What follows belongs to an exercise in optimizing a design on an open flow for small area, a short achievable clock period and few clock cycles per item; a production flow would make more cautious choices. Function was checked by simulation only, so behaviour that the tests miss may differ from the original. Power and IR drop assume default switching activity.

### flow/standard.sh
#!/bin/bash
# synth_recipe.tcl (not shown) runs the flow's synth.tcl, then flattens the netlist and writes it again
# the make line also repeats each setting of config.mk as NAME=value (left out here)
make -C /OpenROAD-flow-scripts/flow DESIGN_CONFIG=/design/flow/config.mk WORK_HOME=/design/flow/orfs CLKGATE_MAP_FILE= SYNTH_SCRIPT=/design/flow/synth_recipe.tcl "${@:-finish}"
### flow/design.v
`default_nettype none
package srrw_pkg;
    localparam int FRAME_W = 24;
    localparam int TIMER_W = 16;
    localparam int BYTES_W = 16;
    localparam int OSLOT_W = 5;
    typedef logic [1:0] t_code;
    localparam t_code OP_START  = 2'd0;
    localparam t_code OP_TICK   = 2'd1;
    localparam t_code OP_ARRIVE = 2'd2;
    localparam t_code KIND_REQ     = 2'd0;
    localparam t_code KIND_DLV     = 2'd1;
    localparam t_code KIND_DLV_REQ = 2'd2;
    localparam logic [1:0] REG_LAST_FRAME = 2'd0;
    localparam logic [1:0] REG_TIMEOUT    = 2'd1;
    localparam logic [1:0] REG_TAIL_BYTES = 2'd2;
    typedef enum logic [8:0] {
        ST_IDLE  = 9'b000000001,
        ST_NORM  = 9'b000000010,
        ST_START = 9'b000000100,
        ST_TRD   = 9'b000001000,
        ST_TUPD  = 9'b000010000,
        ST_TEND  = 9'b000100000,
        ST_TREQ  = 9'b001000000,
        ST_ARR   = 9'b010000000,
        ST_DLV   = 9'b100000000
    } t_state;
endpackage
`default_nettype wire
`default_nettype none
module srrw_ram #(
    parameter int WIDTH = 8,
    parameter int DEPTH = 4
) (
    input  wire logic                                       i_clk,
    input  wire logic                                       i_wr_en,
    input  wire logic [((DEPTH > 1) ? $clog2(DEPTH) : 1)-1:0] i_wr_addr,
    input  wire logic [WIDTH-1:0]                           i_wr_data,
    input  wire logic                                       i_rd_en,
    input  wire logic [((DEPTH > 1) ? $clog2(DEPTH) : 1)-1:0] i_rd_addr,
    output logic      [WIDTH-1:0]                           o_rd_data
);
    logic [WIDTH-1:0] r_mem [DEPTH];
    always_ff @(posedge i_clk) begin
        if (i_wr_en) begin
            r_mem[i_wr_addr] <= i_wr_data;
        end
        if (i_rd_en) begin
            o_rd_data <= r_mem[i_rd_addr];
        end
    end
endmodule
`default_nettype wire
`default_nettype none
module selective_repeat_receive_window #(
    parameter int WINDOW_SLOTS = 32,
    parameter int FRAME_BYTES  = 1000
) (
    input  wire logic                          i_clk,
    input  wire logic                          i_rst_n,
    input  wire logic                          start,
    output logic                               busy,
    input  wire logic [1:0]                    i_opcode,
    input  wire logic [srrw_pkg::FRAME_W-1:0]  i_frame_number,
    output logic                               o_valid,
    output logic [1:0]                         o_kind,
    output logic [srrw_pkg::FRAME_W-1:0]       o_request_frame,
    output logic [srrw_pkg::FRAME_W-1:0]       o_deliver_frame,
    output logic [srrw_pkg::OSLOT_W-1:0]       o_deliver_slot,
    output logic [srrw_pkg::BYTES_W-1:0]       o_deliver_bytes,
    output logic                               o_complete,
    output logic                               o_last,
    input  wire logic                          psel,
    input  wire logic                          penable,
    input  wire logic                          pwrite,
    input  wire logic [3:0]                    paddr,
    input  wire logic [31:0]                   pwdata,
    output logic [31:0]                        prdata,
    output logic                               pready
);
    localparam int NS = 32;
    localparam int FW = srrw_pkg::FRAME_W;
    localparam int TW = srrw_pkg::TIMER_W;
    localparam int BW = srrw_pkg::BYTES_W;
    localparam int HW = FW - 5;      
    function automatic logic [31:0] below_all(input logic [31:0] x);
        logic [31:0] p;
        p = x;
        for (int l = 1; l < 32; l = l * 2) begin
            for (int k = 31; k >= 0; k--) begin
                if ((k / l) % 2 == 1) p[k] = p[k] & p[(k / l) * l - 1];
            end
        end
        below_all = {p[30:0], 1'b1};
    endfunction
    logic [FW-1:0] r_lfi;
    logic [TW-1:0] r_timeout;
    logic [BW-1:0] r_tail;
    logic [4:0]    r_wm1;        
    logic          r_w32;        
    logic [31:0]   r_inw;        
    logic [FW-1:0] r_bf;         
    logic [4:0]    r_bs;         
    logic [4:0]    r_bsm;        
    logic [NS-1:0] r_rcv;
    logic [FW-1:0] r_frame [NS];
    logic [TW-1:0] r_tinv [NS];  
    logic          r_st;         
    logic [4:0]    r_k;
    logic          r_ch;         
    logic [4:0]    r_cnt;        
    logic          r_red;        
    logic          r_park;       
    logic          r_prun;       
    logic [4:0]    r_ps;         
    logic          r_pin;        
    logic          r_pbase;      
    logic          r_tailok;     
    logic [4:0]    r_oslot;      
    logic          r_odlv;       
    logic [FW-1:0] r_ofr;        
    logic          r_bfok;       
    logic          r_refill;     
    logic [NS-1:0] r_ldm;        
    logic [NS-1:0] r_pdm;        
    logic          r_fwv;        
    logic [4:0]    r_fwi;
    logic [FW-1:0] r_fwd;
    logic cfg_wr;
    assign pready = 1'b1;
    assign cfg_wr = psel && penable && pwrite;
    assign busy   = r_st || r_ch || r_park || r_prun;
    always_comb begin
        case (paddr[3:2])
            srrw_pkg::REG_LAST_FRAME: prdata = 32'(r_lfi);
            srrw_pkg::REG_TIMEOUT:    prdata = 32'(r_timeout);
            srrw_pkg::REG_TAIL_BYTES: prdata = 32'(r_tail);
            default:                  prdata = 32'd0;
        endcase
    end
    logic [4:0] wr_wm1;
    assign wr_wm1 = (pwdata[FW-1:5] == '0) ? pwdata[4:0] : 5'd31;
    always_ff @(posedge i_clk) begin
        if (!i_rst_n) begin
            r_lfi     <= '0;
            r_timeout <= TW'(10);
            r_tail    <= '0;
            r_wm1     <= '0;
            r_w32     <= 1'b0;
            r_tailok  <= 1'b0;
            r_inw     <= 32'd1;
        end else if (cfg_wr) begin
            case (paddr[3:2])
                srrw_pkg::REG_LAST_FRAME: begin
                    r_lfi <= pwdata[FW-1:0];
                    r_wm1 <= wr_wm1;
                    r_w32 <= (wr_wm1 == 5'd31);
                    for (int k = 0; k < 32; k++) r_inw[k] <= (5'(k) <= wr_wm1);
                end
                srrw_pkg::REG_TIMEOUT:    r_timeout <= pwdata[TW-1:0];
                srrw_pkg::REG_TAIL_BYTES: begin
                    r_tail   <= pwdata[BW-1:0];
                    r_tailok <= (pwdata[BW-1:0] != '0) && (pwdata[BW-1:0] < BW'(FRAME_BYTES));
                end
                default: ;
            endcase
        end
    end
    logic w32;
    assign w32 = r_w32;
    logic [HW-1:0] bf_hi;
    logic [4:0]    bf_lo;
    logic [HW:0]   bf_hi1;       
    logic [4:0]    kofs;         
    logic          bf_ok, done, refill;
    logic [FW-1:0] nfr;          
    assign bf_hi  = r_bf[FW-1:5];
    assign bf_lo  = r_bf[4:0];
    logic [31:0] bf_pa;          
    assign bf_pa  = below_all({8'd0, r_bf});
    logic [31:0] hi_pa;
    assign hi_pa  = below_all({13'd0, bf_hi});
    assign bf_hi1 = {1'b0, bf_hi} ^ hi_pa[HW:0];
    assign kofs   = r_bsm - bf_lo;
    assign bf_ok  = r_bfok;
    assign done   = (r_bf == r_lfi);
    assign refill = r_refill;
    assign nfr    = {bf_hi1[HW-1:0], bf_lo};
    logic          bsm_gt;
    logic          take, park, direct, prun;
    logic          op_start, op_tick, arr_d, arr_p;
    assign bsm_gt   = (r_bsm > r_wm1);
    assign take     = start && !busy;
    assign park     = take && (i_opcode != srrw_pkg::OP_START) &&
                      (r_red || (!w32 && i_opcode == srrw_pkg::OP_ARRIVE));
    assign direct   = take && !r_red && (w32 || i_opcode != srrw_pkg::OP_ARRIVE);
    assign prun     = r_prun;
    assign op_start = take && (i_opcode == srrw_pkg::OP_START);
    assign op_tick  = (direct && i_opcode == srrw_pkg::OP_TICK) ||
                      (prun && o_kind == srrw_pkg::OP_TICK);
    assign arr_d    = direct && (i_opcode == srrw_pkg::OP_ARRIVE);
    assign arr_p    = prun && (o_kind == srrw_pkg::OP_ARRIVE);
    logic [HW-1:0] f_hi;
    logic [4:0]    f_lo;
    logic          d_eq, d_inc, d_brw, d_in, d_base;
    logic [4:0]    d_s;
    assign f_hi   = i_frame_number[FW-1:5];
    assign f_lo   = i_frame_number[4:0];
    assign d_eq   = (f_hi == bf_hi);
    assign d_inc  = (f_hi == bf_hi1[HW-1:0]) && !bf_hi1[HW];
    assign d_brw  = (f_lo < bf_lo);
    assign d_in   = d_brw ? d_inc : d_eq;
    assign d_s    = f_lo + kofs;
    assign d_base = d_eq && (f_lo == bf_lo);
    logic [HW-1:0] p_hi;
    logic [4:0]    p_lo, p_d;
    logic          p_eq, p_inc, p_brw, p_in, p_base;
    logic [5:0]    p_sum;
    logic [4:0]    p_s;
    assign p_hi   = o_request_frame[FW-1:5];
    assign p_lo   = o_request_frame[4:0];
    assign p_eq   = (p_hi == bf_hi);
    assign p_inc  = (p_hi == bf_hi1[HW-1:0]) && !bf_hi1[HW];
    assign p_brw  = (p_lo < bf_lo);
    assign p_d    = p_lo - bf_lo;
    assign p_in   = (p_brw ? p_inc : p_eq) && (p_d <= r_wm1);
    assign p_sum  = 6'(r_bsm) + 6'(p_d);
    assign p_s    = (p_sum > 6'(r_wm1)) ? 5'(p_sum - 6'(r_wm1) - 6'd1) : p_sum[4:0];
    assign p_base = p_eq && (p_lo == bf_lo);
    logic [NS-1:0] arr_set;
    logic          chain0;
    always_comb begin
        for (int k = 0; k < NS; k++)
            arr_set[k] = (arr_d && d_in && d_s == 5'(k)) || (arr_p && r_pin && r_ps == 5'(k));
    end
    assign chain0 = ((arr_d && d_base) || (arr_p && r_pbase)) && !r_rcv[r_bsm] && bf_ok;
    logic          dlv;
    logic [4:0]    s_next;
    logic          dlv_last;
    logic [NS-1:0] rf_at;        
    assign dlv      = chain0 || r_ch;
    assign s_next   = (r_bsm == r_wm1) ? 5'd0 : r_bsm + 5'd1;
    assign dlv_last = done || (r_cnt == r_wm1) || !r_rcv[s_next];
    always_comb begin
        for (int k = 0; k < NS; k++) rf_at[k] = dlv && refill && (r_bsm == 5'(k));
    end
    logic [NS-1:0] in_w, elig, hit, sel;
    logic          any_hit;
    logic [FW-1:0] sel_frame;
    logic [NS-1:0] lsel;         
    logic [3:0]    ghit, gsel;
    logic [FW-1:0] gframe [4];
    logic          to_le1;
    assign to_le1 = (r_timeout[TW-1:1] == '0);
    always_comb begin
        logic          le1, le2;
        sel_frame = '0;
        for (int k = 0; k < NS; k++) begin
            in_w[k] = r_inw[k];
            elig[k] = !r_rcv[k] && in_w[k];
            le1     = &r_tinv[k][TW-1:1];
            le2     = (&r_tinv[k][TW-1:2]) && (r_tinv[k][1] || r_tinv[k][0]);
            hit[k]  = elig[k] && (r_ldm[k] ? to_le1 : r_pdm[k] ? le2 : le1);
        end
        for (int g = 0; g < 4; g++) begin
            logic [FW-1:0] gf;
            logic          gs;
            gf = '0;
            gs = 1'b0;
            for (int i = 0; i < 8; i++) begin
                lsel[8*g+i] = hit[8*g+i] && !gs;
                gs = gs || hit[8*g+i];
                gf = gf | (lsel[8*g+i] ? r_frame[8*g+i] : '0);
            end
            gframe[g] = gf;
            ghit[g]   = gs;
        end
        for (int g = 0; g < 4; g++) begin
            gsel[g] = ghit[g] && !(|(ghit & ((4'd1 << g) - 4'd1)));
            for (int i = 0; i < 8; i++) sel[8*g+i] = lsel[8*g+i] && !(|(ghit & ((4'd1 << g) - 4'd1)));
            sel_frame = sel_frame | (gsel[g] ? gframe[g] : '0);
        end
        any_hit = |ghit;
    end
    logic [NS-1:0] fw_at;        
    logic [FW-1:0] tick_frame;   
    always_comb begin
        for (int k = 0; k < NS; k++) fw_at[k] = r_fwv && (r_fwi == 5'(k));
    end
    assign tick_frame = (|(sel & fw_at)) ? r_fwd : sel_frame;
    logic [TW-1:0] t_next [NS];
    logic [NS-1:0] ld_m;
    always_comb begin
        for (int k = 0; k < NS; k++) begin
            logic dec, all_lo, c;
            ld_m[k] = op_start || (op_tick && sel[k]) || rf_at[k];
            dec     = r_pdm[k] && !(&r_tinv[k]);
            all_lo  = 1'b1;
            c       = 1'b0;
            for (int i = 0; i < TW; i++) begin
                if (i % 8 == 0) c = dec && all_lo;
                t_next[k][i] = r_ldm[k] ? !r_timeout[i] : r_tinv[k][i] ^ c;
                c      = c && r_tinv[k][i];
                all_lo = all_lo && r_tinv[k][i];
            end
        end
    end
    logic          st_wr;
    logic [4:0]    st_idx;
    logic          fw_en;
    logic [4:0]    fw_idx;
    logic [FW-1:0] fw_data;
    assign st_wr   = op_start || r_st;
    assign st_idx  = r_st ? r_k : 5'd0;
    assign fw_en   = st_wr || (dlv && refill);
    assign fw_idx  = st_wr ? st_idx : r_bsm;
    assign fw_data = st_wr ? FW'(st_idx) : nfr;
    always_ff @(posedge i_clk) begin
        for (int k = 0; k < NS; k++) begin
            if (r_fwv && r_fwi == 5'(k)) r_frame[k] <= r_fwd;
            r_tinv[k] <= t_next[k];
        end
        r_ofr   <= r_bf;
        r_oslot <= r_bsm;
        r_ps    <= p_s;
        r_pin   <= p_in;
        r_pbase <= p_base;
        r_fwi <= fw_idx;
        r_fwd <= fw_data;
    end
    assign o_deliver_frame = r_odlv ? r_ofr : '0;
    assign o_deliver_slot  = r_odlv ? r_oslot : '0;
    assign o_deliver_bytes = !r_odlv ? '0 : (o_complete && r_tailok) ? r_tail : BW'(FRAME_BYTES);
    always_ff @(posedge i_clk) begin
        if (!i_rst_n) begin
            r_rcv   <= '1;
            r_bf    <= '0;
            r_bs    <= '0;
            r_bsm   <= '0;
            r_st    <= 1'b0;
            r_k     <= '0;
            r_ch    <= 1'b0;
            r_cnt   <= '0;
            r_red   <= 1'b0;
            r_park  <= 1'b0;
            r_prun  <= 1'b0;
            o_valid <= 1'b0;
            r_odlv  <= 1'b0;
            r_bfok  <= 1'b1;
            r_refill <= 1'b0;
            r_ldm   <= '0;
            r_pdm   <= '0;
            r_fwv   <= 1'b0;
        end else begin
            o_valid <= 1'b0;
            r_odlv  <= dlv;
            r_ldm   <= ld_m;
            r_pdm   <= {NS{op_tick}} & elig;
            r_fwv   <= fw_en;
            if (r_red) begin
                if (bsm_gt) r_bsm <= r_bsm - r_wm1 - 5'd1;
                else        r_red <= 1'b0;
            end
            if (cfg_wr && paddr[3:2] == srrw_pkg::REG_LAST_FRAME) begin
                r_bsm    <= r_bs;
                r_red    <= (r_bs > wr_wm1);
                r_bfok   <= (r_bf <= pwdata[FW-1:0]);
                r_refill <= ({bf_hi1, bf_lo} <= {1'b0, pwdata[FW-1:0]});
            end
            if (park) begin
                r_park          <= 1'b1;
                o_kind          <= i_opcode;
                o_request_frame <= i_frame_number;
            end
            if (r_park && !bsm_gt) begin
                r_park <= 1'b0;
                r_prun <= 1'b1;
            end
            if (direct || prun) begin
                r_prun <= 1'b0;
                r_bs   <= r_bsm;
            end
            r_rcv <= (r_rcv | arr_set) & ~rf_at;
            if (op_start) begin
                r_red    <= 1'b0;
                r_bfok   <= 1'b1;
                r_refill <= (r_lfi[FW-1:5] != '0);
                r_bf  <= '0;
                r_bs  <= '0;
                r_bsm <= '0;
                r_rcv <= ~in_w;
                r_st  <= (r_wm1 != '0);
                r_k   <= 5'd1;
                o_valid         <= 1'b1;
                o_kind          <= srrw_pkg::KIND_REQ;
                o_request_frame <= '0;
                o_complete      <= 1'b0;
                o_last          <= (r_wm1 == '0);
            end
            if (r_st) begin
                r_k  <= r_k + 5'd1;
                r_st <= (r_k != r_wm1);
                o_valid         <= 1'b1;
                o_kind          <= srrw_pkg::KIND_REQ;
                o_request_frame <= FW'(r_k);
                o_complete      <= 1'b0;
                o_last          <= (r_k == r_wm1);
            end
            if (op_tick) begin
                o_valid         <= any_hit;
                o_kind          <= srrw_pkg::KIND_REQ;
                o_request_frame <= tick_frame;
                o_complete      <= 1'b0;
                o_last          <= 1'b1;
            end
            if (dlv) begin
                r_bfok   <= bf_pa[FW] || (r_bfok && !done);
                r_refill <= bf_pa[FW] ? (r_lfi[FW-1:5] != '0) : (r_refill && (nfr != r_lfi));
                r_bf  <= r_bf ^ bf_pa[FW-1:0];
                r_bs  <= s_next;
                r_bsm <= s_next;
                r_ch  <= !dlv_last;
                r_cnt <= dlv_last ? 5'd0 : r_cnt + 5'd1;
                o_valid         <= 1'b1;
                o_kind          <= refill ? srrw_pkg::KIND_DLV_REQ : srrw_pkg::KIND_DLV;
                o_request_frame <= refill ? nfr : '0;
                o_complete      <= done;
                o_last          <= dlv_last;
            end
        end
    end
endmodule
`default_nettype wire
### flow/constraint.sdc
create_clock -name core_clock -period 9.0 [get_ports {i_clk}]
set_input_delay 1.8000 -clock core_clock [delete_from_list [all_inputs] [get_ports {i_clk}]]
set_output_delay 1.8000 -clock core_clock [all_outputs]
set_load 0.01 [all_outputs]
### flow/flow/run.sh
#!/bin/bash
# The standard layout, with every input and output port buffered by a
# sky130_fd_sc_hd__buf_4 instead of the cell buffer_ports picks by default.
# The make output goes to flow_make.log; each ORFS step logs under orfs/logs/.
set -euo pipefail
bash standard.sh "BUFFER_PORTS_ARGS=-buffer_cell sky130_fd_sc_hd__buf_4" finish > flow_make.log 2>&1
### flow/config.mk
export PLATFORM = sky130hd
export DESIGN_NAME = selective_repeat_receive_window
export DESIGN_NICKNAME = selective_repeat_receive_window
export VERILOG_FILES = /design/flow/design.v
export SDC_FILE = /design/flow/constraint.sdc
export NUM_CORES = 4
export LEC_CHECK = 0
export CAP_MARGIN = 20
export CORE_MARGIN = 2
export CORE_UTILIZATION = 55
export CTS_CLUSTER_DIAMETER = 100
export CTS_CLUSTER_SIZE = 20
export SETUP_SLACK_MARGIN = 4.8
export SLEW_MARGIN = 20
==> results of run 1 <==
-- cells by family (layout without fill, tap and decap cells) --
group / after synthesis / in the layout / share of synthesized area (%)
fa+ha+maj: 559 / 559 / 9.52
compound gates: 1415 / 1416 / 12.4
simple gates: 1837 / 1842 / 12.0
xor+xnor: 208 / 208 / 2.46
other cells: 2 / 14 / 0.0101
mux: 352 / 352 / 4.85
flops: 1617 / 1617 / 54.4
buf+inv: 807 / 932 / 4.30
-- per-layer routing --
layer  vias to the layer above  share of wire, %  wire length, um  track usage [%]
li1                      24887                 -                -                -
met3                       450               8.1            19400             5.44
met2                      2230                46           109000             53.5
met5                         -             0.016               38                0
met4                         6               4.5            10700             14.3
met1                     26846                42           100000             46.7
-- where the power goes --
group	internal (uW)	total, uW	switching [uW]
combinational	523	1290	771
clock	1940	4440	2500
sequential	8040	8350	313
total	10500	14100	3580
-- repair_timing --
item / 4_1_cts / 5_1_grt
resized for setup: 227 / 95
setup endpoints to repair: 153 / 115
setup buffers: 46 / 27
cloned: 15 / 2
pin swaps: 29 / 29
-- per-stage QoR --
step           hold slack [ps]  power, uW  setup slack (ps)  utilization, %
3_3_place_gp               456       9670              2970            57.9
3_5_place_dp               471       9720              2900            57.9
6_report                   484      14100              4510            61.8
5_1_grt                    487      14600              4500            61.7
2_1_floorplan              353       9300              4640               -
4_1_cts                    482      14100              4590            61.2
-- worst max path at each step --
stage,slack (ps),to,cells after the start
CTS,4590,prdata[7],6
floorplan,4640,o_kind[0],10
finish,4510,prdata[7],6
detailed placement,2900,o_request_frame[14],11
global placement,2970,o_request_frame[14],11
global route,4500,prdata[7],6
-- final cells by class --
cell class                 instances  area, um2
clock inverter                    14        263
clock buffer                     121       2410
multi-input combinational       4386      32100
antenna                            5       12.5
inverter                         405       1550
tap                             1768       2210
timing repair inverter             2       10.0
fill                           10970      51100
sequential                      1617      40400
timing repair buffer             390       3540
-- layout by cell type (no fill, tap or decap), drive strengths merged, types with 138 or more instances in the layout --
master,count
mux2i,343
buf,382
nor2,432
nand4,148
edfxtp,796
o21ai,363
nand2,625
ha,551
inv,401
dfxtp,821
nand3,138
a21oi,402
-- state kept, by name (all words and copies together) (netlist names), 16 cells and up --
name / cells
r_frame: 768
r_tinv: 512
r_inw: 32
r_ldm: 32
r_pdm: 32
r_rcv: 32
o_request_frame: 24
r_bf: 24
r_fwd: 24
r_lfi: 24
r_ofr: 24
r_tail: 16
r_timeout: 16
==> notes.md, run 1 <==
Placement:
- The weighted congestion at the end of routability-driven global placement is approximately 1.
- The post-placement cell count is roughly 8500.
- Once placement finished, the instance area stood at 77400 um2.
- The quantity of I/O buffers inserted on ports is between 150 and 200.
- The HPWL after detailed placement is about 150000 um.

Critical path:
- Traced cell by cell, the critical path runs through buf_16 > nor2b_4 > bufbuf_16 > nand2_1 > o21ai_0 > buf_4.
- The total buffers and inverters traversed by the critical path is 3.
- The maximum fanout along the worst path is 4.
- For this run, the slowest stage of the critical path takes roughly 270 ps.
- At the worst endpoint, the required time is slightly above 7000 ps.
- The critical path's top delay family is buffers and inverters.
- The depth of the worst register-to-register path is 16.
- The launching point of the worst reg2reg path is r_timeout[10].
- For this design, the slowest cell found on the critical path is sky130_fd_sc_hd__bufbuf_16.
- The signal arrival time at the worst endpoint is 2690 ps.
- The worst setup path is launched from an input port.
- The classification of the worst setup path is in2out.
- The setup slack of the most critical reg-to-reg path is 4850 ps.
- The most critical setup path has its startpoint at paddr[2].
- The endpoint of the most critical register-to-register path is o_request_frame[16].
- STA classifies the critical path endpoint as a primary output.

Floorplanning:
- The floorplan has approximately 130 rows.
- Once the floorplan was initialized, standard cells occupied around 55% of the core.
- The placeable core area is 134000 um2.
- From left edge to right edge, the die measures ~370 um.
- The vertical extent of the die is 371 um.
- The area of the die is roughly 140000 um2.
- The number of placed I/O pins is 176.

Synthesis:
- In this run, synthesis produced a sequential element count of 1617.
- The area fraction of the dominant cell type after synthesis is 32.3%.
- The average cell area after synthesis is around 11 um2.
- After synthesis, the share of flip-flops with an asynchronous set or reset is 0%.
- The most instantiated flip-flop cell in the synthesis netlist is sky130_fd_sc_hd__dfxtp_1.
- The synthesized design contains approximately 800 enable-type register cells.
- The netlist uses between 100 and 150 different library cells.
- The number of warning messages in the yosys log is 5.
- Sorting the synthesized cells by area gives the leading types as sky130_fd_sc_hd__edfxtp_1, sky130_fd_sc_hd__dfxtp_1, sky130_fd_sc_hd__ha_1.
- The sequential cell area fraction in the yosys report is 54.4%.
- The most common cell in the synthesized netlist is sky130_fd_sc_hd__dfxtp_1.
- After synthesis, the most frequently instantiated cells are sky130_fd_sc_hd__dfxtp_1, sky130_fd_sc_hd__edfxtp_1, sky130_fd_sc_hd__nand2_1.
- Summed over all instances, the cell type with the most area after synthesis is sky130_fd_sc_hd__edfxtp_1.
- The cell count after synthesis came out at 6797.
- In this run the cell area of the synthesized design comes to roughly 74000 um2.

Global route:
- Global routing finished with a remaining overflow of 0.
- The number of global-route vias before repair is 51175.
- The wire length of the first global-routing pass is 344000 um.
- Global routing consumed, over all layers together, 34.0% of the routing resources.
- The maximum number of pins on one net before global-route repair is 85.
- The initial antenna violation count was 15.

Layout:
- The fraction of layout instances using a drive strength above 1 is a little under an eighth.
- Leaving out filler cells and counting taps, the final layout contains just under 9000.
- After routing the design area is slightly above 80000 um2.
- From synthesis to final layout, the design area changed by 11.4%.
- The final-stage net count is 7521.

Pwr:
- The power density over the cells is between 150 and 200 nW/um2.
- The peak ir drop on the vdd network is around 0.18 mV.
- The reported leakage power is approximately 0.033 uW.

Detailed routing:
- The detail route stage leaves a number of antenna-violating nets equal to 0.
- The first detailed-routing pass took 9 iterations.
- The routed wire length per instance is ~27 um.
- For this run, design rule violations remaining after detail routing come to 0.
- Wires add up to approximately 240000 um.
- The DRC marker count from the first detailed-route iteration is between 6000 and 7000.
- The routed layout has approximately 54000 vias.
- The vias per cell is ~6.2.

STA:
- The setup skew after layout is 67.0 ps.
- The final critical delay including setup and external delays is around 4500 ps.
- The share of the clock period used by the worst path is ~50%.
- The total count of hold-check failures in the final report is 0.
- The maximum operating frequency is ~0.22 GHz.
- Setup violations remaining at the end of the flow were counted as 0.
- Setup repair after global routing could not meet its margin everywhere.
- In this run the tightest slew margin relative to its limit is 19.6%.
- The slew at the pin closest to its max-slew limit is 1200 ps.
- Adding up every negative setup slack in the final design gives 0 ps.
- The number of pins with negative max-slew slack in the final report was 0.

Clock tree:
- After clock tree synthesis, the clock-pin slew on the worst setup and hold paths is 80 ps.
- The number of buffers inserted by hold repair at cts is 0.
- The total number of clock tree sinks is approximately 1600.
- The clock tree buffer depth is 3.
- The tree is rooted in a sky130_fd_sc_hd__clkbuf_16.
- The clock latency on the worst-skew pair is around 770 ps.
- The TritonCTS clock tree is built.
- The number of H-tree levels is 3.
- In this run, CTS created clock tree buffers numbering 92.

Min path:
- The cell depth of the worst hold path is 0.
- For hold timing, the worst endpoint is r_ofr[9].
- The worst hold path begins at r_bf[9].
- The worst min-delay path class is reg2reg.

Job:
- The number of maximum-capacitance constraint violations is 0.

Status:
- The run finished with no timing, DRC or antenna violations.
Testbench counts, summed over its fixed seeds: cycles 9,473, items 4,808.
==> inputs of run 2 (changes only) <==
--- a/flow/design.v
+++ b/flow/design.v
@@ -99,5 +99,4 @@
     logic [4:0]    r_wm1;        
     logic          r_w32;        
-    logic [31:0]   r_inw;        
     logic [FW-1:0] r_bf;         
     logic [4:0]    r_bs;         
@@ -149,5 +148,4 @@
             r_w32     <= 1'b0;
             r_tailok  <= 1'b0;
-            r_inw     <= 32'd1;
         end else if (cfg_wr) begin
             case (paddr[3:2])
@@ -156,5 +154,4 @@
                     r_wm1 <= wr_wm1;
                     r_w32 <= (wr_wm1 == 5'd31);
-                    for (int k = 0; k < 32; k++) r_inw[k] <= (5'(k) <= wr_wm1);
                 end
                 srrw_pkg::REG_TIMEOUT:    r_timeout <= pwdata[TW-1:0];
@@ -257,5 +254,5 @@
         sel_frame = '0;
         for (int k = 0; k < NS; k++) begin
-            in_w[k] = r_inw[k];
+            in_w[k] = r_w32 || (5'(k) <= r_wm1);
             elig[k] = !r_rcv[k] && in_w[k];
             le1     = &r_tinv[k][TW-1:1];
--- a/flow/config.mk
+++ b/flow/config.mk
@@ -13,2 +13,3 @@
 export SETUP_SLACK_MARGIN = 4.8
 export SLEW_MARGIN = 20
+export TNS_END_PERCENT = 0
==> notes.md, run 2 <==
Detailed routing:
- The post-detailed-route DRC marker count is 0.
- The number of nets still failing antenna checks after routing is 0.
- The routed wire length per instance is approximately 27 um.
- For this run, the detailed router's first-pass iteration total came to 7.
- The overall routed net length is roughly 230000 um.
- The detailed router placed 52264 vias in this run.
- After detailed routing, the number of vias per cell comes to between 6 and 7.
- For this block, the initial DRC count from the detailed router was ~5300.

Critical path:
- The total buffers and inverters traversed by the critical path is 4.
- The classification of the worst setup path is in2out.
- The critical path's slowest cell is sky130_fd_sc_hd__buf_4.
- The largest single stage delay on the critical path is 150 ps.
- The setup slack of the most critical reg-to-reg path is about 4700 ps.
- The endpoint of the most critical register-to-register path is o_request_frame[19].
- STA classifies the critical path endpoint as a primary output.
- The signal arrival time at the worst endpoint is between 2000 and 3000 ps.
- In this run the critical register-to-register path is launched from r_wm1[3].
- The critical path goes through buf_16 > nor2b_4 > buf_6 > buf_12 > nand2_2 > o21ai_1 > buf_4.
- The critical path's top delay family is buffers and inverters.
- The worst setup path is launched from an input port.
- STA puts the critical path data required time at a little over 7000 ps.
- For the worst flop-to-flop path, the logic depth is 17.
- Along the worst path, the maximum fanout reaches 8.

STA:
- The sum of negative setup slack is 0 ps.
- At the pin with the least slew margin, the transition time is around 1200 ps.
- The share of the clock period used by the worst path is 48.8%.
- The number of pins with negative max-slew slack in the final report is 0.
- The setup skew after layout is ~50 ps.
- Timing would allow up to between 0.2 and 0.25 GHz.
- The total count of hold-check failures in the final report is 0.
- The number of setup violations in the final report is 0.
- Setup repair after global routing could not meet its margin everywhere.
- The final critical delay including setup and external delays is 4400 ps.
- The max-slew headroom at the worst pin is roughly a fifth.
- Across all setup checks in the final design, the least slack found is ~4600 ps.

Min path:
- The worst min-delay path class is reg2reg.
- The worst hold path passes through 2 cells.
- The path with the worst hold slack has its endpoint at r_tail[13].
- The start point of the worst hold path is r_tail[13].

Clock tree:
- In this run, post-CTS hold repair placed 0 buffers.
- The H-tree was split into 3 levels.
- The clock transition at the registers of the reported paths is around 90 ps.
- The TritonCTS clock tree is built.
- At the later pin of the worst-skew pair, clock insertion delay measures ~750 ps.
- The tree is rooted in a sky130_fd_sc_hd__clkbuf_16.
- The total number of clock tree sinks is roughly 1600.
- The longest clock path from root to sink contains 3 buffers.
- The CTS buffer count is 90.

Pwr:
- The reported leakage power is approximately 0.034 uW.
- The power density over the cells is 167 nW/um2.
- VDD sags by at most approximately 0.23 mV.

Job:
- The number of maximum-capacitance constraint violations is 0.

Synthesis:
- The most instantiated flip-flop cell in the synthesis netlist is sky130_fd_sc_hd__edfxtp_1.
- By area the synthesized netlist is led by sky130_fd_sc_hd__edfxtp_1, sky130_fd_sc_hd__dfxtp_1, sky130_fd_sc_hd__ha_1.
- The mapped netlist covers around 74000 um2.
- The netlist uses between 100 and 150 different library cells.
- The proportion of register bits with asynchronous set or reset after synthesis is 0%.
- The most frequently used cell type in the post-synthesis netlist is sky130_fd_sc_hd__edfxtp_1.
- Sequential cells were found to cover around 54% of the synthesized design area.
- Summed over its instances, the top area cell type makes up 32.4% of the synthesized netlist area.
- The post-synthesis instance total is around 6600.
- Yosys mapped a number of flops with a built-in enable equal to around 800.
- The largest total area in the synthesized netlist belongs to sky130_fd_sc_hd__edfxtp_1.
- The post-synthesis register bit count is roughly 1600.
- A synthesized cell averages roughly 11 um2.
- The commonest cells after synthesis are sky130_fd_sc_hd__edfxtp_1, sky130_fd_sc_hd__dfxtp_1, sky130_fd_sc_hd__ha_1.
- The number of warning messages in the yosys log is 5.

Placement:
- The quantity of I/O buffers inserted on ports is about 160.
- The post-detailed-placement half-perimeter wirelength is about 150000 um.
- At the end of routability-driven placement, the weighted congestion stood at a little over 1.
- Prior to clock tree synthesis, the placed netlist has a worst setup slack of roughly 3000 ps.

Status:
- The run finished with no timing, DRC or antenna violations.

Global route:
- The wire length of the first global-routing pass is around 330000 um.
- The number of global-route vias before repair is around 50000.
- Entering global routing, the biggest net connects 102 pins.
- The initial antenna violation count is 9.
- For this run, the total global-route usage over all layers was measured as around 32%.
- For this run the aggregate overflow at the end of global routing stands at 0.

Floorplanning:
- In this run the count of I/O pins placed on the die edge is around 180.
- The floorplan has approximately 130 rows.
- The die is ~370 um wide.
- In this run the standard cell core region covers approximately 130000 um2.
- The vertical extent of the die is 370 um.
- The area of the die is 137000 um2.
- The effective utilization at floorplan is between 50% and 60%.

Layout:
- Leaving out fill and tap cells, the most frequent cells in the layout are sky130_fd_sc_hd__edfxtp_1, sky130_fd_sc_hd__dfxtp_1, sky130_fd_sc_hd__ha_1, sky130_fd_sc_hd__inv_1, sky130_fd_sc_hd__mux2i_1.
- After the last flow step, the layout net total stands at between 7000 and 8000.
- The growth of design area from synthesis to finish is 10.7%.
- Of the cells placed in the final design, the portion with a size suffix greater than 1 is between 10% and 20%.
- The number of flip-flops under the largest register name is 768.
- The library cell used most frequently in the layout, excluding fill and tap cells, is sky130_fd_sc_hd__edfxtp_1.
- The largest registers in the layout are r_frame: 768 flops, r_tinv: 512 flops.
- For this run, the share of the core covered by cells in the final layout is between 60% and 70%.
- The register containing the most flip-flops in the final layout is r_frame.
## run 2: cell types whose count changed after synthesis, moves of 23 or more
cell,delta
sky130_fd_sc_hd__a21oi_1,-65
sky130_fd_sc_hd__a32oi_1,+33
sky130_fd_sc_hd__a22o_1,+29
sky130_fd_sc_hd__a31oi_1,-23
sky130_fd_sc_hd__o21ai_0,-192
sky130_fd_sc_hd__clkbuf_1,-58
sky130_fd_sc_hd__xnor2_1,-24
sky130_fd_sc_hd__nand2_1,-200
sky130_fd_sc_hd__nor2_1,-74
sky130_fd_sc_hd__mux2i_1,+147
sky130_fd_sc_hd__xor2_1,+33
sky130_fd_sc_hd__and3_1,-23
sky130_fd_sc_hd__inv_1,+142
sky130_fd_sc_hd__dfxtp_1,-31
## run 2: metrics by stage
stage	total power, uW	hold WS (ps)	cell area [um2]	std cells
global route	14200	502	81600	8472
floorplan	9020	353	73800	6561
CTS	13700	474	80900	8442
global placement	9410	456	77100	8268
detailed placement	9450	462	77100	8268
finish	13700	474	81600	8473
## run 2: repair_timing
item	in CTS	in global routing
buffers inserted	37	24
endpoints found under the setup margin	166	150
cloned	6	4
pin swaps	22	16
resized for setup	173	90
## run 2: worst max-delay path by stage
stage / startpoint / endpoint / slack [ps] / cells past startpoint
after detailed placement: r_wm1[1] / o_request_frame[19] / 2990 / 11
after CTS: paddr[2] / prdata[12] / 4630 / 7
final: paddr[2] / prdata[11] / 4600 / 7
after global routing: r_timeout[4] / o_request_frame[19] / 4560 / 15
after global placement: r_wm1[1] / o_request_frame[19] / 3140 / 11
after floorplan: paddr[3] / prdata[5] / 4760 / 5
## run 2: where the power goes
part           switching, uW  internal [uW]
clock                   2420           1880
combinational            755            503
sequential               263           7840
total                   3440          10200
## run 2: cells by family after synthesis
family                   after synthesis  share of synthesized area (%)
AO/OA/AOI/OAI                       1189                           11.2
multiplexers                         514                           7.16
XOR/XNOR                             217                           2.58
flip-flops                          1586                           53.9
AND/OR/NAND/NOR                     1570                           10.8
adder cells (fa/ha/maj)              559                           9.57
other                                  2                         0.0102
buffers and inverters                917                           4.84
## run 2: worst register-to-register path, cell delays in order, from the launching register on
cell and delay (ps):
sky130_fd_sc_hd__dfxtp_4 390, sky130_fd_sc_hd__buf_12 170, sky130_fd_sc_hd__nor3_1 210, sky130_fd_sc_hd__buf_4 240
sky130_fd_sc_hd__nor3b_4 90, sky130_fd_sc_hd__o31ai_1 290, sky130_fd_sc_hd__nand4_1 140, sky130_fd_sc_hd__buf_4 180
sky130_fd_sc_hd__nor3b_2 260, sky130_fd_sc_hd__buf_12 230, sky130_fd_sc_hd__nand3b_1 220, sky130_fd_sc_hd__or4_1 580
sky130_fd_sc_hd__a41oi_2 250, sky130_fd_sc_hd__a2111oi_4 60, sky130_fd_sc_hd__buf_4 170, sky130_fd_sc_hd__buf_12 150
sky130_fd_sc_hd__mux2i_1 240, sky130_fd_sc_hd__o221ai_1 150
## run 2: layout make-up
cell class	count	area, um2
Tap cell	1768	2210
Timing Repair Buffer	376	3270
Inverter	549	2060
Antenna cell	3	7.51
Fill cell	10961	51700
Multi-Input combinational cell	4060	31700
Clock buffer	120	2370
Sequential cell	1586	39800
Clock inverter	11	199
## run 2: metal layers
layer	GRT usage, %	vias to the layer above	wire (um)
li1	-	24047	-
met1	43.5	25800	95000
met2	52.7	2002	105000
met3	4.81	411	16200
met4	11.7	4	9210
met5	0	-	22
Testbench counts of run 2, summed over its fixed seeds: cycles 9,473, items 4,808.
==> inputs of run 3 (changes only) <==
--- a/flow/design.v
+++ b/flow/design.v
@@ -119,6 +119,4 @@
     logic          r_odlv;       
     logic [FW-1:0] r_ofr;        
-    logic          r_bfok;       
-    logic          r_refill;     
     logic [NS-1:0] r_ldm;        
     logic [NS-1:0] r_pdm;        
@@ -180,7 +178,7 @@
     assign bf_hi1 = {1'b0, bf_hi} ^ hi_pa[HW:0];
     assign kofs   = r_bsm - bf_lo;
-    assign bf_ok  = r_bfok;
+    assign bf_ok  = (r_bf <= r_lfi);
     assign done   = (r_bf == r_lfi);
-    assign refill = r_refill;
+    assign refill = ({bf_hi1, bf_lo} <= {1'b0, r_lfi});
     assign nfr    = {bf_hi1[HW-1:0], bf_lo};
     logic          bsm_gt;
@@ -344,6 +342,4 @@
             o_valid <= 1'b0;
             r_odlv  <= 1'b0;
-            r_bfok  <= 1'b1;
-            r_refill <= 1'b0;
             r_ldm   <= '0;
             r_pdm   <= '0;
@@ -362,6 +358,4 @@
                 r_bsm    <= r_bs;
                 r_red    <= (r_bs > wr_wm1);
-                r_bfok   <= (r_bf <= pwdata[FW-1:0]);
-                r_refill <= ({bf_hi1, bf_lo} <= {1'b0, pwdata[FW-1:0]});
             end
             if (park) begin
@@ -381,6 +375,4 @@
             if (op_start) begin
                 r_red    <= 1'b0;
-                r_bfok   <= 1'b1;
-                r_refill <= (r_lfi[FW-1:5] != '0);
                 r_bf  <= '0;
                 r_bs  <= '0;
@@ -412,6 +404,4 @@
             end
             if (dlv) begin
-                r_bfok   <= bf_pa[FW] || (r_bfok && !done);
-                r_refill <= bf_pa[FW] ? (r_lfi[FW-1:5] != '0) : (r_refill && (nfr != r_lfi));
                 r_bf  <= r_bf ^ bf_pa[FW-1:0];
                 r_bs  <= s_next;
==> notes.md, run 3 <==
Status:
- The flow ran to the end and the layout has no timing, DRC or antenna violations.

Floorplanning:
- For this configuration, the core starts out at a cell density of ~55%.
- The die boundary width is approximately 370 um.
- The placeable core area is between 100000 and 150000 um2.
- Row generation in the floorplan step produced between 100 and 150 rows.
- The die covers 135000 um2.
- The floorplan step set the die height to roughly 370 um.
- The number of placed I/O pins is ~180.

Synthesis:
- A synthesized cell averages about 11 um2.
- For this run, the number of Yosys warnings is 5.
- The most used flip-flop cell after synthesis is sky130_fd_sc_hd__edfxtp_1.
- Synthesis handed over a netlist of between 6000 and 7000 instances.
- Summed over all instances, the cell type with the most area after synthesis is sky130_fd_sc_hd__edfxtp_1.
- Synthesis instantiated around 100 different standard cells from the library.
- The proportion of register bits with asynchronous set or reset after synthesis is 0%.
- In this run, synthesis produced a sequential element count of approximately 1600.
- Ranked by instance count, the synthesized netlist is headed by sky130_fd_sc_hd__edfxtp_1, sky130_fd_sc_hd__dfxtp_1, sky130_fd_sc_hd__nand2_1.
- The cell area that synthesis handed to floorplanning was 72700 um2.
- After synthesis, flip-flops and latches occupy between 50 and 60% of the total area.
- In this run the biggest area consumer among cell types represents about a third of the synthesized area.
- The most frequently used cell type in the post-synthesis netlist is sky130_fd_sc_hd__edfxtp_1.
- Yosys mapped a number of flops with a built-in enable equal to 796.
- Sorting the synthesized cells by area gives the leading types as sky130_fd_sc_hd__edfxtp_1, sky130_fd_sc_hd__dfxtp_1, sky130_fd_sc_hd__ha_1.

STA:
- The final critical delay including setup and external delays is ~4400 ps.
- The share of the clock period used by the worst path is roughly 49%.
- Setup repair after global routing could not meet its margin everywhere.
- In this run the tightest slew margin relative to its limit is a little under a fifth.
- Setup slack on the critical path of the routed design comes to approximately 4600 ps.
- The total count of hold-check failures in the final report is 0.
- The number of setup violations in the final report is 0.
- Derived from the worst setup path, the maximum achievable clock frequency is between 0.2 and 0.25 GHz.
- Adding up every negative setup slack in the final design gives 0 ps.
- The slew at the pin closest to its max-slew limit is around 1200 ps.
- For the final database, setup skew stands at approximately 56 ps.
- The number of pins with negative max-slew slack in the final report came to 0.

Min path:
- The cell depth of the worst hold path is 2.
- In this run the most critical hold path is launched from r_lfi[20].
- The worst min-delay path class is reg2reg.

Placement:
- Detailed placement finished with a half-perimeter wire length of about 140000 um.
- The quantity of I/O buffers inserted on ports is 156.
- The post-placement setup slack is between 3000 and 4000 ps.
- The weighted congestion at the end of routability-driven global placement is around 0.98.

Global route:
- For this run the aggregate overflow at the end of global routing stands at 0.
- The wire length of the first global-routing pass is 318000 um.
- In the global route stage, overall resource usage came out at around a third.
- The most used routing layer in global routing is met2.
- For met2 alone, demand over resource in global routing was between 50% and 60%.
- The initial antenna violation count came to 4.
- Entering global routing, the biggest net connects 80 pins.
- The number of global-route vias before repair is 48659.
- The global-route met1 utilization is 42.2%.
- Global routing consumed, on the met3 layer, under 10% of the routing resources.

Critical path:
- STA classifies the critical path endpoint as a primary output.
- The signal arrival time at the worst endpoint is between 2000 and 3000 ps.
- The depth of the worst register-to-register path is 11.
- In this run the worst path has a maximum fanout of 8.
- The critical path is of the in2out type.
- The launching element type of the critical path is an input port.
- The timing startpoint of the critical path is paddr[3].
- The startpoint identified for the worst register-to-register timing path is r_timeout[8].
- For the worst setup path, the data required time is between 7000 and 8000 ps.

Detailed routing:
- The first detailed-routing pass took 8 iterations.
- The post-detailed-route DRC marker count is 0.
- The overall routed net length is between 200000 and 250000 um.
- The final route contains between 50000 and 60000 vias.
- The vias per cell is between 6 and 7.
- The number of nets still failing antenna checks after routing is 0.
- In this run, the number of DRC markers left after iteration 0 of detailed routing was 5231.
- The routed wire length per instance is 25.9 um.

Layout:
- The final-stage net count is 7243.
- The register with the most flip-flops in the final layout is r_frame.
- Relative to the synthesized area, the layout overhead comes to 9.66%.
- The register with the most flip-flops in the layout has approximately 770 of them.
- For this run, the share of the core covered by cells in the final layout is about three fifths.
- Cells with a size suffix above 1 make up a little over a tenth of the layout.
- The commonest non-fill, non-tap cell in the layout is sky130_fd_sc_hd__edfxtp_1.
- The top cell types in the final layout, fill and taps aside, are sky130_fd_sc_hd__edfxtp_1, sky130_fd_sc_hd__dfxtp_1, sky130_fd_sc_hd__nand2_1, sky130_fd_sc_hd__ha_1, sky130_fd_sc_hd__inv_1.
- In the final layout, the registers with the most flip-flops are r_frame: 768 flops, r_tinv: 512 flops.
- Fill cells in the final layout number approximately 11000.

Clock tree:
- The clock latency on the worst-skew pair is between 700 and 800 ps.
- After clock tree synthesis, the clock-pin slew on the worst setup and hold paths is about 80 ps.
- The TritonCTS clock tree is built.
- The longest clock path from root to sink contains 3 buffers.
- The clock root buffer is sky130_fd_sc_hd__clkbuf_16.
- The number of buffers inserted by hold repair at cts is 0.
- The number of H-tree levels is 3.
- The total number of clock tree sinks is 1584.
- The CTS buffer count is 90.

Pwr:
- Summed over all cells, the static leakage comes to around 0.033 uW.
- The power density over the cells is around 170 nW/um2.
- IR analysis of the VDD net gives a maximum drop of just under 0.2 mV.

Job:
- Across the run, the number of max-cap violations was 0.
[run 3: cell count changes after synthesis, moves of 34 or more]
cell and delta:
sky130_fd_sc_hd__nand2_1 +227, sky130_fd_sc_hd__a21oi_1 +111, sky130_fd_sc_hd__mux2i_1 -83, sky130_fd_sc_hd__xor2_1 -66, sky130_fd_sc_hd__nor2_1 -53, sky130_fd_sc_hd__o21ai_0 +51
sky130_fd_sc_hd__a221oi_1 -49, sky130_fd_sc_hd__inv_1 -46, sky130_fd_sc_hd__a22o_1 -40, sky130_fd_sc_hd__a32oi_1 -37, sky130_fd_sc_hd__a41oi_1 +34
[run 3: per-stage QoR]
step	total power, uW	hold slack, ps	cell area [um2]	std cells
global route	14100	459	79700	8408
global placement	9320	443	75900	8237
finish	13600	458	79700	8412
floorplan	9000	353	72800	6573
detailed placement	9360	446	75900	8237
CTS	13600	458	78900	8377
[run 3: metal layers]
layer	routed length, um	vias up
li1	-	23746
met1	90400	25233
met2	102000	1946
met3	15000	426
met4	10400	2
met5	13	-
[run 3: cells by family after synthesis]
group | Yosys count | share of synthesized area, %
other cells | 2 | 0.0103
fa+ha+maj | 560 | 9.72
flops | 1584 | 54.6
xor+xnor | 165 | 1.99
compound gates | 1267 | 11.6
buf+inv | 881 | 4.74
simple gates | 1680 | 11.3
mux | 427 | 6.07
[run 3: layout make-up]
cell class              instances  area (um2)  share of cell area [%]
multi-input cells            4109       30500                    38.2
repair inverters                2        10.0                  0.0126
clock inverters                11         256                   0.322
inverters                     502        1900                    2.39
diodes                          4        10.0                  0.0126
flip-flops and latches       1584       39800                    49.9
repair buffers                327        2750                    3.44
well taps                    1755        2200                    2.75
clock buffers                 118        2360                    2.96
[run 3: where the power goes]
group / internal (uW) / switching (uW)
clock: 1900 / 2430
sequential: 7850 / 254
combinational: 481 / 661
[run 3: final timing paths]
kind              slack (ps)                   to
setup / recovery        4610            prdata[9]
hold / removal           460            r_lfi[20]
setup reg to reg        4680  o_request_frame[15]
hold reg to reg          460            r_lfi[20]
[run 3: timing repair]
action / 4_1_cts / 5_1_grt
pin swaps: 6 / 19
gates resized for setup: 78 / 100
buffers inserted: 10 / 23
endpoints found under the setup margin: 192 / 178
gates cloned: 1 / 7
[run 3: critical path, cell delays in order]
cell and delay (ps):
sky130_fd_sc_hd__buf_16 120, sky130_fd_sc_hd__nor2b_4 150, sky130_fd_sc_hd__buf_6 170, sky130_fd_sc_hd__nand2_1 60
sky130_fd_sc_hd__o21ai_0 120, sky130_fd_sc_hd__buf_4 160
Testbench counts of run 3, summed over its fixed seeds: cycles 9,473, items 4,808.
==> inputs of run 4 (changes only) <==
--- a/flow/config.mk
+++ b/flow/config.mk
@@ -10,5 +10,5 @@
 export CORE_UTILIZATION = 55
 export CTS_CLUSTER_DIAMETER = 100
-export CTS_CLUSTER_SIZE = 20
+export CTS_CLUSTER_SIZE = 25
 export SETUP_SLACK_MARGIN = 4.8
 export SLEW_MARGIN = 20
==> notes.md, run 4 <==
Status:
- The run finished with no timing, DRC or antenna violations.

Placement:
- The weighted congestion at the end of routability-driven global placement is around 0.98.
- In this run, placement finished with an instance count of ~8200.
- Timing analysis after detailed placement gives a worst setup slack of about 3400 ps.
- Detailed placement ended at an HPWL of 142000 um.
- The quantity of I/O buffers inserted on ports is 156.

Critical path:
- The worst setup path is of the in2out kind.
- The endpoint of the most critical register-to-register path is r_rcv[23].
- The element type at the critical path end is a primary output.
- The timing startpoint of the critical path is paddr[3].
- In this run the worst path has a maximum fanout of 8.
- The setup slack of the most critical reg-to-reg path is ~4700 ps.
- At the worst endpoint, the required time is about 7200 ps.
- The critical path's slowest cell is sky130_fd_sc_hd__buf_6.
- The end point of the critical path is prdata[9].
- The delay of the slowest cell on the worst path is 170 ps.
- The launching point of the worst reg2reg path is r_bf[13].
- The launching element type of the critical path is an input port.
- At the worst endpoint, the arrival time is roughly 2600 ps.
- The depth of the worst register-to-register path is 15.
- The signal on the critical path passes through buf_16 > nor2b_4 > buf_6 > nand2_1 > o21ai_0 > buf_4.

Min path:
- The worst min-delay path class is reg2reg.

Pwr:
- The power density over the cells is roughly 170 nW/um2.
- For this design the static power due to leakage is roughly 0.033 uW.
- Across the VDD grid, the largest voltage drop is 0.157 mV.

Synthesis:
- The number of warning messages in the yosys log is 5.
- After synthesis, the share of flip-flops with an asynchronous set or reset is 0%.
- Summing the sequential cell areas from Yosys gives between 50% and 60% of the chip area.
- After synthesis, the cell types taking the most area are sky130_fd_sc_hd__edfxtp_1, sky130_fd_sc_hd__dfxtp_1, sky130_fd_sc_hd__ha_1.
- By count the netlist is led by sky130_fd_sc_hd__edfxtp_1, sky130_fd_sc_hd__dfxtp_1, sky130_fd_sc_hd__nand2_1.
- The area fraction of the dominant cell type after synthesis is roughly a third.
- Synthesis inferred ~1600 register bits.
- Among all flip-flop cells after synthesis, the most frequent one is sky130_fd_sc_hd__edfxtp_1.
- Counting every instance in the synthesized netlist gives ~6600.
- Yosys instantiated no cell more often than sky130_fd_sc_hd__edfxtp_1.
- The number of enable-type register cells in the synthesized netlist is between 700 and 800.
- Counting distinct cell types in the post-synthesis netlist gives just over 100.
- Dividing the synthesized area by the synthesized cell count gives 11.1 um2.
- The mapped netlist covers between 70000 and 80000 um2.
- The top cell type by total area after synthesis is sky130_fd_sc_hd__edfxtp_1.

Layout:
- The register with the most flip-flops in the layout has roughly 770 of them.
- The count of non-filler cells in the finished layout is 8395.
- The final-stage net count is approximately 7200.
- The commonest non-fill, non-tap cell in the layout is sky130_fd_sc_hd__edfxtp_1.
- The register containing the most flip-flops in the final layout is r_frame.
- Relative to the synthesized area, the layout overhead comes to 9.15%.
- At the end of the flow the core is filled with cells to 60.4%.
- The fraction of layout instances using a drive strength above 1 is between 10% and 20%.
- In the layout the commonest cells are sky130_fd_sc_hd__edfxtp_1, sky130_fd_sc_hd__dfxtp_1, sky130_fd_sc_hd__nand2_1, sky130_fd_sc_hd__ha_1, sky130_fd_sc_hd__inv_1.
- The largest registers in the layout are r_frame: 768 flops, r_tinv: 512 flops.

Floorplanning:
- The initial utilization of the core area, before any placement, comes to between 50% and 60%.
- The placeable core area is about 130000 um2.
- The floorplan step defined a die boundary enclosing ~140000 um2.
- In this run the vertical extent of the chip is approximately 370 um.
- The number of placed I/O pins is 176.
- The die boundary width is ~370 um.
- After floorplanning, the core was divided into 133 placement rows.

STA:
- The final critical path takes up between 40 and 50% of the cycle.
- The maximum operating frequency is about 0.23 GHz.
- The worst pin sits at a relative slew slack of 21.8%.
- For the final database, setup skew stands at around 42 ps.
- The final critical delay including setup and external delays is 4400 ps.
- The total count of hold-check failures in the final report came to 0.
- The number of pins with negative max-slew slack in the final report was 0.
- Setup violations remaining at the end of the flow were counted as 0.
- Setup repair after global routing could not meet its margin everywhere.
- Setup slack closes at around 4600 ps.
- For the pin with the worst max-slew slack, the measured transition is roughly 1200 ps.
- Setup total negative slack on the finished layout was measured at 0 ps.

Clock tree:
- The clock latency on the worst-skew pair is 740 ps.
- Clock tree synthesis inserted a total of 75 buffers.
- The number of hold buffers added after CTS was 0.
- The clock tree buffer depth is 3.
- Clock-pin slew was measured on the worst setup and hold paths at around 100 ps.
- CTS placed an instance of sky130_fd_sc_hd__clkbuf_16 at the clock tree root.
- TritonCTS built the clock tree.
- The number of H-tree levels is 3.
- Counting every sink on the clock net gives 1584.

Detailed routing:
- After detailed routing, the number of remaining DRC violations is 0.
- After detailed routing, the average wire length per cell comes to 26.0 um.
- The count of TritonRoute iterations in the first routing pass is 8.
- Using the TritonRoute via totals, the vias-per-cell ratio works out to ~6.
- The count of vias placed by the detailed router is around 51000.
- In this run the remaining antenna-violating nets after routing total 0.
- The DRC marker count from the first detailed-route iteration is roughly 5300.
- Wires add up to 218000 um.

Global route:
- The number of global-route vias before repair is a little under 50000.
- After global routing the overflow that remains totals 0.
- The total routing resource utilization after global routing is about a third.
- Entering global routing, the biggest net connects 80 pins.
- The wire length of the first global-routing pass is 318000 um.
- The initial antenna violation count is 3.

Job:
- The number of maximum-capacitance constraint violations is 0.
run 4: kinds of logic (layout without fill, tap and decap cells):
group | count (synthesis) | in the layout | share of synthesized area (%)
compound gates | 1267 | 1268 | 11.6
xor+xnor | 165 | 165 | 1.99
fa+ha+maj | 560 | 560 | 9.72
buf+inv | 881 | 945 | 4.74
flops | 1584 | 1584 | 54.6
mux | 427 | 427 | 6.07
other cells | 2 | 11 | 0.0103
simple gates | 1680 | 1680 | 11.3
run 4: layout make-up:
class	instances	area, um2
clock buffer	96	1960
sequential	1584	39800
fill	10872	52000
tap	1755	2200
antenna	2	5.00
timing repair buffer	328	2760
multi-input combinational	4109	30500
timing repair inverter	2	10.0
inverter	502	1900
clock inverter	17	274
run 4: timing repair:
item                       4_1_cts  5_1_grt
cloned                           1        7
pin swaps                        5       20
setup buffers                    9       24
resized for setup               74      106
setup endpoints to repair      193      178
run 4: report_power, final:
group          leakage, uW  internal (uW)  total, uW  switching, uW
Combinational       0.0165            480       1140            659
Sequential          0.0155           7850       8100            254
Clock              0.00106           1620       3990           2370
run 4: through the flow:
| stage | total power (uW) | cell area, um2 | hold slack (ps) |
|---|---|---|---|
| 2_1_floorplan | 9000 | 72800 | 353 |
| 3_3_place_gp | 9320 | 75900 | 443 |
| 3_5_place_dp | 9360 | 75900 | 446 |
| 4_1_cts | 13300 | 78500 | 460 |
| 5_1_grt | 13700 | 79300 | 477 |
| 6_report | 13200 | 79300 | 461 |
run 4: how the worst min path moves through the flow:
stage | startpoint | end | slack (ps) | cells past startpoint
3_5_place_dp | r_lfi[19] | r_lfi[19] | 450 | 2
2_1_floorplan | r_bf[10] | r_ofr[10] | 350 | 0
6_report | r_lfi[20] | r_lfi[20] | 460 | 2
4_1_cts | r_lfi[20] | r_lfi[20] | 460 | 2
5_1_grt | r_lfi[19] | r_lfi[19] | 480 | 2
3_3_place_gp | r_lfi[18] | r_lfi[18] | 440 | 2
run 4: worst max-delay path: cells and delay by family:
| kind | cells | cell delay, ps |
|---|---|---|
| compound gates | 1 | 120 |
| simple gates | 2 | 210 |
| buf+inv | 3 | 450 |
run 4: per-layer routing:
metal	vias up	GRT usage (%)	part of all wire, %
li1	23697	-	-
met2	1918	51.8	47
met3	436	4.07	6.6
met5	-	0	0.0073
met1	25208	42.2	42
met4	2	12.5	4.6

==> separate check: timing with driven ports <==
No port has a modelled driver above. Below, the same layouts with a new extraction and two added sets of constraints.
Step 1 sets driving cells, clkbuf_16 on the clock port and buf_2 on the other inputs (assumed; they add their load-dependent delay and slew).
Step 2 moves the port delays by t, midway between the first and last clock arrival at a register: inputs arrive t later, outputs are due t later. That takes back most of the time a late clock gives input paths.
a / b / c = ideal / step 1 / step 2; a / b = the first two.
| run | t (ns) | setup slack, ns | hold slack, ns | latest minus earliest clock arrival (ns) | slew at the worst register clock pin (ns) |
|---|---|---|---|---|---|
| run 1 | 0.819 | 4.510 / 4.376 / 4.116 | 0.484 / 0.484 / 0.484 | 0.069 / 0.069 | 0.10 / 0.10 |
| run 2 | 0.809 | 4.604 / 4.502 / 3.858 | 0.474 / 0.474 / 0.474 | 0.051 / 0.050 | 0.10 / 0.10 |
| run 3 | 0.807 | 4.611 / 4.467 / 3.926 | 0.458 / 0.458 / 0.458 | 0.059 / 0.059 | 0.09 / 0.09 |
| run 4 | 0.802 | 4.605 / 4.459 / 3.971 | 0.461 / 0.461 / 0.461 | 0.047 / 0.048 | 0.11 / 0.11 |
After both steps setup and hold are still met in every run listed. The setup slack of run 2, which loses most, moves by -0.102 ns with the drivers and by -0.746 ns with both steps.
